Background: an optimization exercise with open tools, aiming at small area, a short achievable clock period and few clock cycles. Do not read the settings as production practice. Function was checked by simulation only, so behaviour that the tests miss may differ from the original. No activity file was given, so power comes from the tool's default toggle rates.

== run A ==
// rms_level_meter_peak_hold
module rms_level_meter_peak_hold #(
    parameter int MAX_FRAMES = rlm_pkg::RLM_MAX_FRAMES
) (
    input  logic                                i_clk,
    input  logic                                i_rst_n,
    input  logic                                i_in_valid,
    output logic                                o_in_ready,
    input  logic signed [rlm_pkg::SAMPLE_W-1:0] i_sample,
    input  logic                                i_last_sample,
    output logic                                o_out_valid,
    input  logic                                i_out_ready,
    output logic [rlm_pkg::LEVEL_W-1:0]         o_level,
    output logic [rlm_pkg::LEVEL_W-1:0]         o_peak_level
);
For scale: ~190 flip-flops, ~37 I/O pins, roughly 0.015 mm^2 of cells after synthesis.
clock: 10.0 ns
lec_check: 0
abc_clock_period_in_ps: 3000
cap_margin: 20
core_margin: 2
core_utilization: 40
slew_margin: 20
standard.sh (not shown) runs the stock make flow with config.mk's settings and CLKGATE_MAP_FILE= SYNTH_SCRIPT=/design/flow/synth_recipe.tcl, a recipe that flattens the netlist after the stock synthesis.
==> flow/flow/run.sh <==
#!/bin/bash
# The standard layout, with repair_timing aiming well past the 10 ns clock so that the
# resizer sizes gates and buffers for the period this design can reach. Constraints unchanged.
set -euo pipefail
MARGIN=$(cat flow/margin.txt)
bash standard.sh SETUP_SLACK_MARGIN=$MARGIN finish > standard_flow.log 2>&1
==> flow/flow/margin.txt <==
7.0
Testbench counts of run A, summed over its fixed seeds: cycles 31,858.
Modified inputs, run B compared to run A
==> flow/flow/margin.txt <==
6.6
Findings:
No stage failed in run B, and the final checks on the layout all came back clean. Compared with run A, run B shows final critical path time including I/O delays and setup higher by 150 ps. Of the two values seen for critical path capture point, o_peak_level[3] was produced by run B and u_lvl.r_c[7] by run A. Relative to run A, non-clock buffer count has decreased by 44 in run B. From run A to run B the numbers moved as follows: number of nets still failing antenna checks after routing level; sequential share of layout area went up; total global-route track usage decreased 0.54 points; share of the final layout cell area in multi-input gates stayed essentially flat; post-layout net count decreased 44. In the tables for run A and run B, number of DRC markers in iteration 0 reads higher with run B.
Edits applied to the flow inputs when going from run B to run C:
==> flow/flow/margin.txt <==
7.4
Results
Re met3 routing resource usage after global routing: run C is 0.85 points up on run B.
Delta (run C minus run B): post-route fraction of the period consumed by the critical path down 0.89 points, actual transition at the worst max-transition pin down 47 ps, vias after detailed routing up 521, wire length up about 12%, post-route standard cell area excluding fillers up 12%.
Looking at the reports, run C completed the entire flow and the layout it produced met the timing, design-rule and antenna checks.
Every stage of the flow completed for run B, and the final layout passed the timing, design-rule and antenna checks.
Run C vs run B: sequential cell area in the final layout up slightly
Utilization | run C above run B
Run C vs. run B: worst path setup slack after routing went up by 89 ps.
Of run B and run C, the higher layout filler cell count belongs to run B.
Setup changes, run C to run D
==> flow/run.sh (new file) <==
#!/bin/bash
# synth_recipe.tcl (not shown) runs the flow's synth.tcl, then flattens the netlist and writes it again
# the make line also repeats each setting of config.mk as NAME=value (left out here)
make -C /OpenROAD-flow-scripts/flow DESIGN_CONFIG=/design/flow/config.mk WORK_HOME=/design/flow/orfs CLKGATE_MAP_FILE= SYNTH_SCRIPT=/design/flow/synth_recipe.tcl finish
removed: flow/flow/run.sh
removed: flow/flow/margin.txt
removed: flow/standard.sh
Findings:
Re placer congestion estimate: run C was lower than run D.
For the filler cell count in the final layout, run D came in 181 higher than run C did.
Run C has lower sequential share of layout area than run D.
Cmp run D and run C / number of cells on the worst hold path / lower: run C
Summary of the comparison: relative area change from synthesis to final layout is lower in run D, relative to run C.
As far as count of clock buffers in the final design goes, run D and run C are indistinguishable; the numbers are identical.
The remaining max-slew budget at the tightest pin in run D was lower than what run C gave.
Taking run C as the reference, in run D final critical-path share of the clock period rose 7.8 points; number of cells on the critical path lower; least setup slack across all paths after layout went down 780 ps; overall power of the completed layout moved down.

* * *

== oak ==
Another version of the RTL of rms_level_meter_peak_hold (not shown whole).
For scale: roughly 1300 cells after synthesis, roughly 220 flip-flops, about 37 I/O pins, roughly 13000 sq um of cells after synthesis.
// rms_level_meter_peak_hold
module rms_level_meter_peak_hold #(
    parameter int MAX_FRAMES = rlm_pkg::RLM_MAX_FRAMES
) (
    input  logic                                i_clk,
    input  logic                                i_rst_n,
    input  logic                                i_in_valid,
    output logic                                o_in_ready,
    input  logic signed [rlm_pkg::SAMPLE_W-1:0] i_sample,
    input  logic                                i_last_sample,
    output logic                                o_out_valid,
    input  logic                                i_out_ready,
    output logic [rlm_pkg::LEVEL_W-1:0]         o_level,
    output logic [rlm_pkg::LEVEL_W-1:0]         o_peak_level
);
    logic          r_rdy;      
    logic [7:0]    r_cnt;      
    logic [7:0]    r_ncap;     
    logic [14:0]   r_z;        
    logic          r_s;        
    logic          r_v;        
    logic          r_cl;       
    logic          r_done;     
  ...
clock: 10.0 ns
lec_check: 0
abc_clock_period_in_ps: 3000
cap_margin: 20
core_margin: 2
core_utilization: 40
cts_buf_list: sky130_fd_sc_hd__clkbuf_16
cts_cluster_diameter: 100
cts_cluster_size: 30
slew_margin: 20
synth_hierarchical: 1
==> flow/flow/run.sh <==
#!/bin/bash
# The standard layout, with repair_timing aiming well past the 10 ns clock so that the
# resizer sizes gates and buffers for the period this design can reach, and a plain buffer
# (not a delay cell) on each port. Constraints unchanged.
set -euo pipefail
MARGIN=$(cat flow/margin.txt)
bash standard.sh SETUP_SLACK_MARGIN=$MARGIN "BUFFER_PORTS_ARGS=-buffer_cell sky130_fd_sc_hd__buf_2" finish > standard_flow.log 2>&1
==> flow/flow/margin.txt <==
7.0
Testbench counts of oak, summed over its fixed seeds: cycles 32,158.
What pine does differently from oak at the input level:
==> flow/flow/margin.txt <==
7.1
--- a/flow/config.mk
+++ b/flow/config.mk
@@ -12,3 +12,3 @@
-export CTS_BUF_LIST = sky130_fd_sc_hd__clkbuf_16
-export CTS_CLUSTER_DIAMETER = 100
-export CTS_CLUSTER_SIZE = 30
+export CTS_BUF_LIST = sky130_fd_sc_hd__clkbuf_8
+export CTS_CLUSTER_DIAMETER = 60
+export CTS_CLUSTER_SIZE = 16
--- outcome ---
Re global-route usage: pine is 0.36 points up on oak.
pine vs. oak: clock tree buffer count of the final layout rose 15; sequential share of layout area now sits lower; via count went up by 2.8%.
| routed wire length | pine vs oak | worse |
Every run in the comparison, pine and oak, completed the flow with a clean layout.

afterwards: timing with drivers on the ports:
The flow's constraints put no driver on any port. The routed layouts listed below were extracted and timed again, unchanged, in two steps. Step 1 (the two cells are an assumption about what drives the block):
set clk [get_ports {i_clk}]
set_driving_cell -lib_cell sky130_fd_sc_hd__clkbuf_16 $clk
set_driving_cell -lib_cell sky130_fd_sc_hd__buf_2 [delete_from_list [all_inputs] $clk]
Step 2 adds t to the input delays and takes it off the output delays; t is the mean of the earliest and latest rising clock arrival at the registers after step 1. Input paths then give back, and output paths get back, about the clock's delay inside the block. Slacks: ideal ports / drivers / drivers and shift; pairs: ideal ports / drivers.
| run | t, ns | slack for setup (ns) | latest minus earliest clock arrival (ns) | worst register clock-pin slew, ns | cell pins on the clock port's net |
|---|---|---|---|---|---|
| run A | 0.488 | 6.825 / 6.825 / 6.676 | 0.015 / 0.015 | 0.08 / 0.08 | 1 |
| run B | 0.490 | 6.672 / 6.620 / 6.447 | 0.014 / 0.013 | 0.07 / 0.07 | 1 |
| run C | 0.506 | 6.761 / 6.761 / 6.761 | 0.016 / 0.015 | 0.09 / 0.09 | 1 |
| run D | 0.499 | 5.980 / 5.980 / 5.845 | 0.018 / 0.017 | 0.09 / 0.09 | 1 |
| oak | 0.529 | 7.006 / 6.956 / 6.562 | 0.025 / 0.026 | 0.11 / 0.11 | 1 |
| pine | 0.599 | 6.910 / 6.864 / 6.558 | 0.037 / 0.037 | 0.10 / 0.10 | 1 |
After both steps setup and hold are still met in every run listed. For oak, which loses most, drivers alone change the setup slack by -0.050 ns; drivers and shift together by -0.444 ns.
